Context: an optimization exercise on an open-source flow, tuned for small area. The choices shown serve that exercise and are no tape-out recipe. Only simulation tests tie the RTL to the original design; equivalence was not proved. Power and IR drop assume default switching activity.

## zinc
==> module rv_core, before the edit <==
module rv_core #(
  parameter logic [31:0] BOOT_PC = '0
) (
  input  logic        clk,
  input  logic        rst,
  output logic [31:0] imem_addr_o,
  input  logic [31:0] imem_data_i,
  output logic [31:0] trace_pc_o,
  output logic [31:0] trace_insn_o,
  output logic [1:0]  trace_status_o,
  output logic        wb_we_o,
  output logic [4:0]  wb_rd_o,
  output logic [31:0] wb_data_o
);
  logic [31:2] pc;
  always_ff @(posedge clk) begin
    if (rst) pc <= BOOT_PC[31:2];
    else     pc <= pc + 30'd1;
  end
  assign imem_addr_o = {pc, 2'b00};
  logic [31:0] insn1, insn2, insn3, insn4;
  logic        v1, v2, v3, v4;
  always_ff @(posedge clk) begin
    insn1 <= imem_data_i;
    insn2 <= insn1;
    insn3 <= insn2;
    insn4 <= insn3;
  end
  always_ff @(posedge clk) begin
    v1 <= !rst;
    v2 <= !rst && v1;
    v3 <= !rst && v2;
    v4 <= !rst && v3;
  end
  logic [31:0] regs [1:31];
  logic [2:0]  f3;
  logic [4:0]  rd3, shamt;
  logic        legal3;
  assign rd3    = insn3[11:7];
  assign f3     = insn3[14:12];
  assign shamt  = insn3[24:20];
  assign legal3 = (insn3[6:0] == 7'b0110111) ||
                  (insn3[6:0] == 7'b0010011 &&
                   !(f3 == 3'b101 && (insn3[31] || insn3[29:25] != 5'd0)));
  logic [31:0] result;
  logic [31:1] sel_q;
  logic [31:0] rdata;
  always_ff @(posedge clk) begin
    for (int i = 1; i < 32; i++) sel_q[i] <= (insn2[19:15] == 5'(i));
  end
  always_comb begin
    rdata = '0;
    for (int i = 1; i < 32; i++) rdata = rdata | ({32{sel_q[i]}} & regs[i]);
  end
  logic [31:0] a;
  logic [31:0] imm;
  assign a   = rdata;
  assign imm = {{20{insn3[31]}}, insn3[31:20]};
  logic        left;
  logic [31:0] sh_in, sr, shl;
  assign left = !f3[2];
  always_comb begin
    for (int k = 0; k < 32; k++) sh_in[k] = left ? a[31-k] : a[k];
  end
  assign sr = 32'($signed({insn3[30] & !left & a[31], sh_in}) >>> shamt);
  always_comb begin
    for (int k = 0; k < 32; k++) shl[k] = sr[31-k];
  end
  logic        sub;
  logic [32:0] sum;
  logic        lt;
  logic [12:0] lo;
  logic        ub;
  logic [32:12] c, any1, all1;
  assign sub = f3[1];
  logic [11:0] b_lo;
  logic [12:0] gp_g [5];
  logic [12:0] gp_p [5];
  assign b_lo = sub ? ~imm[11:0] : imm[11:0];
  always_comb begin
    gp_g[0] = {a[11:0] & b_lo, sub};
    gp_p[0] = {a[11:0] ^ b_lo, 1'b0};
    for (int l = 0; l < 4; l++) begin
      for (int i = 0; i < 13; i++) begin
        if (((i >> l) & 1) == 1) begin
          gp_g[l+1][i] = gp_g[l][i] | (gp_p[l][i] & gp_g[l][((i >> l) << l) - 1]);
          gp_p[l+1][i] = gp_p[l][i] & gp_p[l][((i >> l) << l) - 1];
        end else begin
          gp_g[l+1][i] = gp_g[l][i];
          gp_p[l+1][i] = gp_p[l][i];
        end
      end
    end
  end
  assign lo = {gp_g[4][12], gp_p[0][12:1] ^ gp_g[4][11:0]};
  assign ub  = imm[31] ^ sub;
  always_comb begin
    any1[12] = 1'b0;
    all1[12] = 1'b1;
    for (int i = 12; i < 32; i++) begin
      any1[i+1] = any1[i] | a[i];
      all1[i+1] = all1[i] & a[i];
    end
    for (int i = 12; i <= 32; i++) c[i] = ub ? (lo[12] | any1[i]) : (lo[12] & all1[i]);
  end
  assign sum = {c[32], a[31:12] ^ {20{ub}} ^ c[31:12], lo[11:0]};
  assign lt  = f3[0] ? !sum[32] : ((a[31] ^ imm[31]) ? a[31] : sum[31]);
  logic [31:0] lu;
  assign lu = (a & imm & {32{f3[1]}}) | ((a ^ imm) & {32{!f3[0]}});
  logic        s_lui, s_add, s_lt, s_lu, s_sh;
  logic [31:0] sh_out;
  assign sh_out = left ? shl : sr;
  assign s_lui  = insn3[2];   
  assign s_add  = !insn3[2] && f3 == 3'b000;
  assign s_lt   = !insn3[2] && f3[2:1] == 2'b01;
  assign s_lu   = !insn3[2] && f3[2] && f3[1:0] != 2'b01;
  assign s_sh   = !insn3[2] && f3[1:0] == 2'b01;
  assign result = ({32{s_lui}} & {insn3[31:12], 12'b0}) | ({32{s_add}} & sum[31:0]) |
                  ({32{s_lu}} & lu) | ({32{s_sh}} & sh_out) | {31'd0, s_lt & lt};
  logic        ok4;
  logic [31:0] res_q;
  always_ff @(posedge clk) begin
    res_q <= result;
    ok4   <= legal3;
  end
  logic        we3;
  logic [31:0] wdata;
  assign we3   = v3 && legal3;
  assign wdata = rst ? 32'd0 : result;
  always_ff @(posedge clk) begin
    for (int i = 1; i < 32; i++) begin
      if (rst || (we3 && rd3 == 5'(i))) regs[i] <= wdata;
    end
  end
  logic [31:2] ret_pc;
  assign ret_pc         = pc - 30'd4;
  assign trace_pc_o     = v4 ? {ret_pc, 2'b00} : 32'd0;
  assign trace_insn_o   = v4 ? insn4 : 32'd0;
  assign trace_status_o = !v4 ? 2'd0 : ok4 ? 2'd1 : 2'd2;
  assign wb_we_o        = v4 && ok4;
  assign wb_rd_o        = insn4[11:7];
  assign wb_data_o      = res_q;
endmodule
export LEC_CHECK = 0
export ABC_AREA = 0
export CAP_MARGIN = 20
export CORE_MARGIN = 2
export CORE_UTILIZATION = 55
export CTS_CLUSTER_DIAMETER = 80
export CTS_CLUSTER_SIZE = 24
export SLEW_MARGIN = 20
create_clock -name core_clock -period 6.0 [get_ports {clk}]
standard.sh (not shown) runs the stock make flow with config.mk's settings and CLKGATE_MAP_FILE= SYNTH_SCRIPT=/design/flow/synth_recipe.tcl, a recipe that flattens the netlist after the stock synthesis.
==> flow/flow/run.sh <==
#!/bin/bash
# The standard layout (standard.sh, with config.mk's settings) with two
# changes: the port buffers are buf_2 cells rather than the cell buffer_ports
# picks by default, and clock tree synthesis adds no dummy loads (its
# clustering settings match config.mk's). make's output goes to standard.log;
# each tool's own log is under orfs/logs/.
set -euo pipefail
export BUFFER_PORTS_ARGS="-buffer_cell sky130_fd_sc_hd__buf_2"
export CTS_ARGS="-sink_clustering_enable -repair_clock_nets -dont_use_dummy_load -sink_clustering_size 24 -sink_clustering_max_diameter 80"
bash standard.sh finish > standard.log 2>&1
Input changes introduced in fjord (baseline for comparison: zinc):
--- a/flow/design.v
+++ b/flow/design.v
@@ -42,20 +42,22 @@
   assign legal3 = (insn3[6:0] == 7'b0110111) ||
                   (insn3[6:0] == 7'b0010011 &&
                    !(f3 == 3'b101 && (insn3[31] || insn3[29:25] != 5'd0)));
   logic [31:0] result;
-  logic [31:1] sel_q;
+  logic [4:0]  rs1_2;
   logic [31:0] rdata;
-  always_ff @(posedge clk) begin
-    for (int i = 1; i < 32; i++) sel_q[i] <= (insn2[19:15] == 5'(i));
-  end
+  logic        fwd;
+  logic [31:0] op_q;
+  assign rs1_2 = insn2[19:15];
   always_comb begin
     rdata = '0;
-    for (int i = 1; i < 32; i++) rdata = rdata | ({32{sel_q[i]}} & regs[i]);
+    for (int i = 1; i < 32; i++) rdata = rdata | ({32{rs1_2 == 5'(i)}} & regs[i]);
   end
+  assign fwd = v3 && legal3 && (rd3 == rs1_2) && (rd3 != 5'd0);
+  always_ff @(posedge clk) op_q <= fwd ? result : rdata;
   logic [31:0] a;
   logic [31:0] imm;
-  assign a   = rdata;
+  assign a   = op_q;
   assign imm = {{20{insn3[31]}}, insn3[31:20]};
   logic        left;
   logic [31:0] sh_in, sr, shl;
   assign left = !f3[2];
[summary]
Period utilization: fjord and zinc compared, higher one is zinc. Cmp fjord and zinc / relative area change from synthesis to final layout / lower: fjord. [compare] base=zinc new=fjord: hold violation count in the final report now sits at about the same level, first-pass iteration count of the detailed router now sits lower, maximum vdd ir drop now sits higher, die span in y now sits higher. Count of sequential standard cells across fjord and zinc: no real change. fjord ends up with a clock period minus worst slack that is 1.25 ns lower than in zinc. The fraction of power spent switching nets in fjord was higher than what zinc gave. Sink count of the clock tree: fjord vs zinc, no meaningful difference. fjord vs zinc — area of the mapped netlist climbed by a few percent. Looking at fjord and zinc, the total wirelength of the detailed-routed design is a wash.

========
RTL: one of the versions met above, not the one the previous note started from.
For scale: about 3400 cells after synthesis, about 1200 flip-flops, about 170 I/O pins, about 49000 um2 of cells after synthesis.
==> module rv_core, before the edit <==
module rv_core #(
  parameter logic [31:0] BOOT_PC = '0
) (
  input  logic        clk,
  input  logic        rst,
  output logic [31:0] imem_addr_o,
  input  logic [31:0] imem_data_i,
  output logic [31:0] trace_pc_o,
  output logic [31:0] trace_insn_o,
  output logic [1:0]  trace_status_o,
  output logic        wb_we_o,
  output logic [4:0]  wb_rd_o,
  output logic [31:0] wb_data_o
);
  logic [31:2] pc;
  always_ff @(posedge clk) begin
    if (rst) pc <= BOOT_PC[31:2];
    else     pc <= pc + 30'd1;
  end
  assign imem_addr_o = {pc, 2'b00};
  logic [31:0] insn1, insn2, insn3, insn4;
  logic        v1, v2, v3, v4;
  always_ff @(posedge clk) begin
    insn1 <= imem_data_i;
    insn2 <= insn1;
    insn3 <= insn2;
    insn4 <= insn3;
  end
  always_ff @(posedge clk) begin
    v1 <= !rst;
    v2 <= !rst && v1;
    v3 <= !rst && v2;
    v4 <= !rst && v3;
  end
  logic [31:0] regs [1:31];
  logic [2:0]  f3;
  logic [4:0]  rd3, shamt;
  logic        legal3;
  assign rd3    = insn3[11:7];
  assign f3     = insn3[14:12];
  assign shamt  = insn3[24:20];
  assign legal3 = (insn3[6:0] == 7'b0110111) ||
                  (insn3[6:0] == 7'b0010011 &&
                   !(f3 == 3'b101 && (insn3[31] || insn3[29:25] != 5'd0)));
  logic [31:0] result;
  logic [4:0]  rs1_2;
  logic [31:0] rdata;
  logic        fwd;
  logic [31:0] op_q;
  assign rs1_2 = insn2[19:15];
  always_comb begin
    rdata = '0;
    for (int i = 1; i < 32; i++) rdata = rdata | ({32{rs1_2 == 5'(i)}} & regs[i]);
  end
  assign fwd = v3 && legal3 && (rd3 == rs1_2) && (rd3 != 5'd0);
  always_ff @(posedge clk) op_q <= fwd ? result : rdata;
  logic [31:0] a;
  logic [31:0] imm;
  assign a   = op_q;
  assign imm = {{20{insn3[31]}}, insn3[31:20]};
  logic        left;
  logic [31:0] sh_in, sr, shl;
  assign left = !f3[2];
  always_comb begin
    for (int k = 0; k < 32; k++) sh_in[k] = left ? a[31-k] : a[k];
  end
  assign sr = 32'($signed({insn3[30] & !left & a[31], sh_in}) >>> shamt);
  always_comb begin
    for (int k = 0; k < 32; k++) shl[k] = sr[31-k];
  end
  logic        sub;
  logic [32:0] sum;
  logic        lt;
  logic [12:0] lo;
  logic        ub;
  logic [32:12] c, any1, all1;
  assign sub = f3[1];
  logic [11:0] b_lo;
  logic [12:0] gp_g [5];
  logic [12:0] gp_p [5];
  assign b_lo = sub ? ~imm[11:0] : imm[11:0];
  always_comb begin
    gp_g[0] = {a[11:0] & b_lo, sub};
    gp_p[0] = {a[11:0] ^ b_lo, 1'b0};
    for (int l = 0; l < 4; l++) begin
      for (int i = 0; i < 13; i++) begin
        if (((i >> l) & 1) == 1) begin
          gp_g[l+1][i] = gp_g[l][i] | (gp_p[l][i] & gp_g[l][((i >> l) << l) - 1]);
          gp_p[l+1][i] = gp_p[l][i] & gp_p[l][((i >> l) << l) - 1];
        end else begin
          gp_g[l+1][i] = gp_g[l][i];
          gp_p[l+1][i] = gp_p[l][i];
        end
      end
    end
  end
  assign lo = {gp_g[4][12], gp_p[0][12:1] ^ gp_g[4][11:0]};
  assign ub  = imm[31] ^ sub;
  always_comb begin
    any1[12] = 1'b0;
    all1[12] = 1'b1;
    for (int i = 12; i < 32; i++) begin
      any1[i+1] = any1[i] | a[i];
      all1[i+1] = all1[i] & a[i];
    end
    for (int i = 12; i <= 32; i++) c[i] = ub ? (lo[12] | any1[i]) : (lo[12] & all1[i]);
  end
  assign sum = {c[32], a[31:12] ^ {20{ub}} ^ c[31:12], lo[11:0]};
  assign lt  = f3[0] ? !sum[32] : ((a[31] ^ imm[31]) ? a[31] : sum[31]);
  logic [31:0] lu;
  assign lu = (a & imm & {32{f3[1]}}) | ((a ^ imm) & {32{!f3[0]}});
  logic        s_lui, s_add, s_lt, s_lu, s_sh;
  logic [31:0] sh_out;
  assign sh_out = left ? shl : sr;
  assign s_lui  = insn3[2];   
  assign s_add  = !insn3[2] && f3 == 3'b000;
  assign s_lt   = !insn3[2] && f3[2:1] == 2'b01;
  assign s_lu   = !insn3[2] && f3[2] && f3[1:0] != 2'b01;
  assign s_sh   = !insn3[2] && f3[1:0] == 2'b01;
  assign result = ({32{s_lui}} & {insn3[31:12], 12'b0}) | ({32{s_add}} & sum[31:0]) |
                  ({32{s_lu}} & lu) | ({32{s_sh}} & sh_out) | {31'd0, s_lt & lt};
  logic        ok4;
  logic [31:0] res_q;
  always_ff @(posedge clk) begin
    res_q <= result;
    ok4   <= legal3;
  end
  logic        we3;
  logic [31:0] wdata;
  assign we3   = v3 && legal3;
  assign wdata = rst ? 32'd0 : result;
  always_ff @(posedge clk) begin
    for (int i = 1; i < 32; i++) begin
      if (rst || (we3 && rd3 == 5'(i))) regs[i] <= wdata;
    end
  end
  logic [31:2] ret_pc;
  assign ret_pc         = pc - 30'd4;
  assign trace_pc_o     = v4 ? {ret_pc, 2'b00} : 32'd0;
  assign trace_insn_o   = v4 ? insn4 : 32'd0;
  assign trace_status_o = !v4 ? 2'd0 : ok4 ? 2'd1 : 2'd2;
  assign wb_we_o        = v4 && ok4;
  assign wb_rd_o        = insn4[11:7];
  assign wb_data_o      = res_q;
endmodule
Settings: LEC_CHECK=0, ABC_AREA=0, CAP_MARGIN=20, CORE_MARGIN=2, CORE_UTILIZATION=55, CTS_CLUSTER_DIAMETER=80, CTS_CLUSTER_SIZE=24, PLACE_DENSITY=0.72, SLEW_MARGIN=20; clock period 6.0 ns.
Scripts as last shown in full above: flow/flow/run.sh
Then changed:
--- a/flow/design.v
+++ b/flow/design.v
@@ -43,20 +43,18 @@
                   (insn3[6:0] == 7'b0010011 &&
                    !(f3 == 3'b101 && (insn3[31] || insn3[29:25] != 5'd0)));
   logic [31:0] result;
-  logic [4:0]  rs1_2;
+  logic [31:1] sel_q;
   logic [31:0] rdata;
-  logic        fwd;
-  logic [31:0] op_q;
-  assign rs1_2 = insn2[19:15];
+  always_ff @(posedge clk) begin
+    for (int i = 1; i < 32; i++) sel_q[i] <= (insn2[19:15] == 5'(i));
+  end
   always_comb begin
     rdata = '0;
-    for (int i = 1; i < 32; i++) rdata = rdata | ({32{rs1_2 == 5'(i)}} & regs[i]);
+    for (int i = 1; i < 32; i++) rdata = rdata | ({32{sel_q[i]}} & regs[i]);
   end
-  assign fwd = v3 && legal3 && (rd3 == rs1_2) && (rd3 != 5'd0);
-  always_ff @(posedge clk) op_q <= fwd ? result : rdata;
   logic [31:0] a;
   logic [31:0] imm;
-  assign a   = op_q;
+  assign a   = rdata;
   assign imm = {{20{insn3[31]}}, insn3[31:20]};
   logic        left;
   logic [31:0] sh_in, sr, shl;
=> The changed run completed without violations; power is about the same; combinational power grows by about 10%; final area shrinks by 0.92%; sequential share of layout area grows by 0.62 points; area after synthesis shrinks by 3.3%; cell count shrinks by 1.5%; wire length grows by about 9%.

-- what the ideal ports hide --
The flow's constraints put no driver on any port. The routed layouts listed below were extracted and timed again, unchanged, in two steps.
Step 1: set_driving_cell puts a clkbuf_16 on clk and a buf_2 on each other input, an assumption about the parent block.
Step 2, shift: input delay + t, output delay - t, t = (earliest + latest rising clock arrival at the registers) / 2. This alone moves slack from input paths to output paths.
Slacks: ideal ports / drivers / drivers and shift; pairs: ideal ports / drivers.
run	t, ns	slack for setup (ns)	worst slew at a driven data input, ns
zinc	0.705	0.146 / 0.146 / 0.146	0.07
fjord	0.696	1.396 / 1.396 / 1.396	0.06
the first run of note 2	0.732	1.312 / 1.312 / 1.312	0.07
the second run of note 2	0.726	0.255 / 0.255 / 0.255	0.10
After both steps setup and hold are still met in every run listed.
